This is an optimization exercise on Yosys and OpenROAD, whose aim is small area, a short achievable clock period and few clock cycles per item, not a production implementation.
Where RTL was checked, it was by simulation tests only, not by an equivalence proof against the original.
No activity file was given, so power comes from the tool's default toggle rates.

## icache
module icache #(
  parameter int WIDTH = 32,
  parameter int LINES = 16,
  parameter int WPL   = 4
) (
  input  logic             clk,
  input  logic             rst,
  input  logic [WIDTH-1:0] pc_fetch,
  input  logic             inv_all,
  output logic [WIDTH-1:0] instr_fetch,
  output logic             stall_pc,
  output logic             mem_req,
  output logic [WIDTH-1:0] mem_addr,
  input  logic [WIDTH-1:0] mem_rdata,
  input  logic             mem_rvalid
);
Size: roughly 5500 cells after synthesis, about 130 I/O pins, about 0.086 mm^2 of cells after synthesis.
export LEC_CHECK = 0
export CAP_MARGIN = 20
export CORE_MARGIN = 2
export CORE_UTILIZATION = 65
export CTS_BUF_LIST = sky130_fd_sc_hd__clkbuf_16
export CTS_CLUSTER_DIAMETER = 80
export CTS_CLUSTER_SIZE = 24
export SETUP_SLACK_MARGIN = 1.2
export SLEW_MARGIN = 20
create_clock -name core_clock -period 5.5 [get_ports {clk}]
standard.sh (not shown) runs the stock make flow with config.mk's settings and CLKGATE_MAP_FILE= SYNTH_SCRIPT=/design/flow/synth_recipe.tcl, a recipe that flattens the netlist after the stock synthesis.
==> flow/flow/run.sh <==
#!/bin/bash
# The standard layout, with the port buffers inserted as plain buf_4 cells
# instead of the delay cells buffer_ports picks by default.
set -euo pipefail
export BUFFER_PORTS_ARGS="-buffer_cell sky130_fd_sc_hd__buf_4"
bash standard.sh > standard_flow.log 2>&1
The first run produced a clean layout.
Testbench counts at the start, summed over its fixed seeds: cycles 34,783, fetches 24,000.
Then changed:
--- a/flow/design.v
+++ b/flow/design.v
@@ -19,86 +19,83 @@
   localparam int LINE_LSB = 2 + OFF_W;
   localparam int TAG_W    = WIDTH - LINE_LSB - IDX_W;
   localparam int LA_W     = WIDTH - LINE_LSB;
   localparam logic [OFF_W-1:0] LAST_BEAT = OFF_W'(WPL - 1);
   logic              open_q;
   logic [LA_W-1:0]   addr_q;
   logic [OFF_W-1:0]  beat_q;
   logic              taint_q;
   logic [LINES-1:0]  valid_q;
   logic [TAG_W-1:0]  tring_q [LINES];
   logic              tpend_q;
   logic [OFF_W-1:0]  rot_q;
-  logic [WPL-1:0]    lo_map_q [WPL];   
   logic [WIDTH-1:0]  ring_q [LINES][WPL];
   logic [WIDTH-1:0]  fb_q   [WPL];
   logic [WPL-1:0]    fb_pend_q;
   logic [IDX_W-1:0]  fb_idx_q [WPL];
   logic [OFF_W-1:0]  pc_off;
   logic [IDX_W-1:0]  pc_idx;
   logic [TAG_W-1:0]  pc_tag;
   logic [IDX_W-1:0]  fill_idx;
   logic [IDX_W-1:0]  wr_idx;
   logic [OFF_W-1:0]  wr_off;
   logic [LINES-1:0]  slot_match;
   logic [LINES-1:0]  tw_start;
   logic [LINES-1:0]  tw_pend;
   logic              ring_hit;
   logic              fill_match;
   logic [LINES-1:0]  slot_sel;
   logic [WPL-1:0]    hi_sel;
   logic [WPL-1:0]    lo_sel;
-  logic [WPL-1:0]    lo_dec;
   logic [LINES-1:0]  slot_wr;
   logic [WPL-1:0]    fb_out;
   logic              part_ok;
   logic              hit;
   logic              start;
   logic              beat;
   logic              last_beat;
   logic              bypass;
   logic              fb_rd;
   logic [WIDTH-1:0]  ring_rd;
   logic [WIDTH-1:0]  side_rd;
   logic              unused_bits;
   assign pc_off   = pc_fetch[LINE_LSB-1:2];
   assign pc_idx   = pc_fetch[LINE_LSB+IDX_W-1:LINE_LSB];
   assign pc_tag   = pc_fetch[WIDTH-1:LINE_LSB+IDX_W];
   assign fill_idx = addr_q[IDX_W-1:0];
   assign unused_bits = ^pc_fetch[1:0];
   always_comb begin
     for (int q = 0; q < WPL; q++) begin
       hi_sel[q] = (pc_idx[IDX_W-1:OFF_W] == OFF_W'(q));
-      lo_dec[q] = (pc_idx[OFF_W-1:0] == OFF_W'(q));
-    end
-    for (int q = 0; q < WPL; q++) begin
-      lo_sel[q] = |(lo_dec & lo_map_q[q]);
+      lo_sel[q] = (pc_idx[OFF_W-1:0] == OFF_W'(OFF_W'(q) - rot_q));
     end
     ring_hit = 1'b0;
     for (int p = 0; p < LINES; p++) begin
       slot_sel[p]   = hi_sel[p / WPL] && lo_sel[p % WPL];
       slot_match[p] = (tring_q[p] == pc_tag);
       ring_hit      = ring_hit | (slot_sel[p] && slot_match[p]);
     end
     ring_hit = ring_hit && valid_q[pc_idx];
   end
   assign fill_match = (pc_fetch[WIDTH-1:LINE_LSB] == addr_q);
   assign part_ok = open_q && !taint_q &&
                    ((pc_off < beat_q) || ((pc_off == beat_q) && mem_rvalid));
   assign hit      = ring_hit || (fill_match && part_ok);
   assign stall_pc = !hit;
   always_comb begin
     ring_rd = '0;
-    for (int p = 0; p < LINES; p++)
-      ring_rd = ring_rd | (ring_q[p][pc_off] & {WIDTH{slot_sel[p]}});
+    for (int p = 0; p < LINES; p++) begin
+      for (int k = 0; k < WPL; k++)
+        ring_rd = ring_rd | (ring_q[p][k] & {WIDTH{slot_sel[p] && (pc_off == OFF_W'(k))}});
+    end
   end
   assign fb_rd  = fb_pend_q[pc_off] && (fb_idx_q[pc_off] == pc_idx);
   assign bypass = mem_rvalid && (pc_idx == fill_idx) && (pc_off == beat_q);
   assign side_rd     = bypass ? mem_rdata : fb_q[pc_off];
   assign instr_fetch = (bypass || fb_rd) ? side_rd : ring_rd;
   assign start    = !open_q && !ring_hit;
   assign mem_req  = open_q || start;
   assign mem_addr = open_q ? {addr_q, {LINE_LSB{1'b0}}}
                            : {pc_fetch[WIDTH-1:LINE_LSB], {LINE_LSB{1'b0}}};
   assign beat      = mem_rvalid && (open_q || start);
   assign last_beat = beat && open_q && (beat_q == LAST_BEAT);
   assign wr_idx    = open_q ? fill_idx : pc_idx;
@@ -157,31 +154,24 @@
   always_ff @(posedge clk) begin
     if (start) begin
       addr_q <= pc_fetch[WIDTH-1:LINE_LSB];
     end
   end
   always_ff @(posedge clk) begin
     if (beat && !rst) begin
       fb_q[wr_off]     <= mem_rdata;
       fb_idx_q[wr_off] <= wr_idx;
     end
   end
   always_ff @(posedge clk) begin
-    for (int q = 0; q < WPL; q++) begin
-      if (rst) begin
-        lo_map_q[q] <= WPL'(1) << q;
-      end else begin
-        lo_map_q[q] <= lo_map_q[(q + WPL - 1) % WPL];
-      end
-    end
     for (int p = 0; p < LINES; p++) begin
       if (tw_start[p] || tw_pend[p]) begin
         tring_q[p] <= tpend_q ? addr_q[LA_W-1:IDX_W] : pc_tag;
       end else begin
         tring_q[p] <= tring_q[(p / WPL) * WPL + (p + WPL - 1) % WPL];
       end
     end
     for (int p = 0; p < LINES; p++) begin
       for (int k = 0; k < WPL; k++) begin
         if (k == p % WPL && slot_wr[p]) begin
           ring_q[p][k] <= fb_q[k];
         end else begin
Result:
- The new run went through all stages and came out clean
- global-route usage increases by 12 points
- clock power increases by a little under a tenth
- total power increases by a few percent
- clock-buffer cell count increases by 19
- area after synthesis decreases by a few percent
- combinational power decreases by roughly a tenth
- non-clock buffer count increases by 183
- worst hold slack loses 0.010 ns
The RTL of the second run of this note was laid out without a check of its function.

[separate check: timing with driven ports]
The flow's constraints put no driver on any port. The routed layouts listed below were extracted and timed again, unchanged, in two steps. Step 1 (the two cells are an assumption about what drives the block):
set clk [get_ports {clk}]
set_driving_cell -lib_cell sky130_fd_sc_hd__clkbuf_16 $clk
set_driving_cell -lib_cell sky130_fd_sc_hd__buf_2 [delete_from_list [all_inputs] $clk]
Step 2 adds t to the input delays and takes it off the output delays; t is the mean of the earliest and latest rising clock arrival at the registers after step 1. Input paths then give back, and output paths get back, about the clock's delay inside the block. Slacks: ideal ports / drivers / drivers and shift; pairs: ideal ports / drivers.
run	t (ns)	setup slack, ns	worst setup path at the end	worst register clock-pin slew, ns	worst slew at a driven data input, ns
the first run	0.855	1.037 / 0.751 / 0.618	input to register	0.10 / 0.10	0.37
the second run	0.888	0.435 / 0.361 / 0.393	input to output	0.11 / 0.11	0.13
After both steps every run listed still meets setup and hold. The setup slack of the first run, which loses most, moves by -0.286 ns with the drivers and by -0.419 ns with both steps.
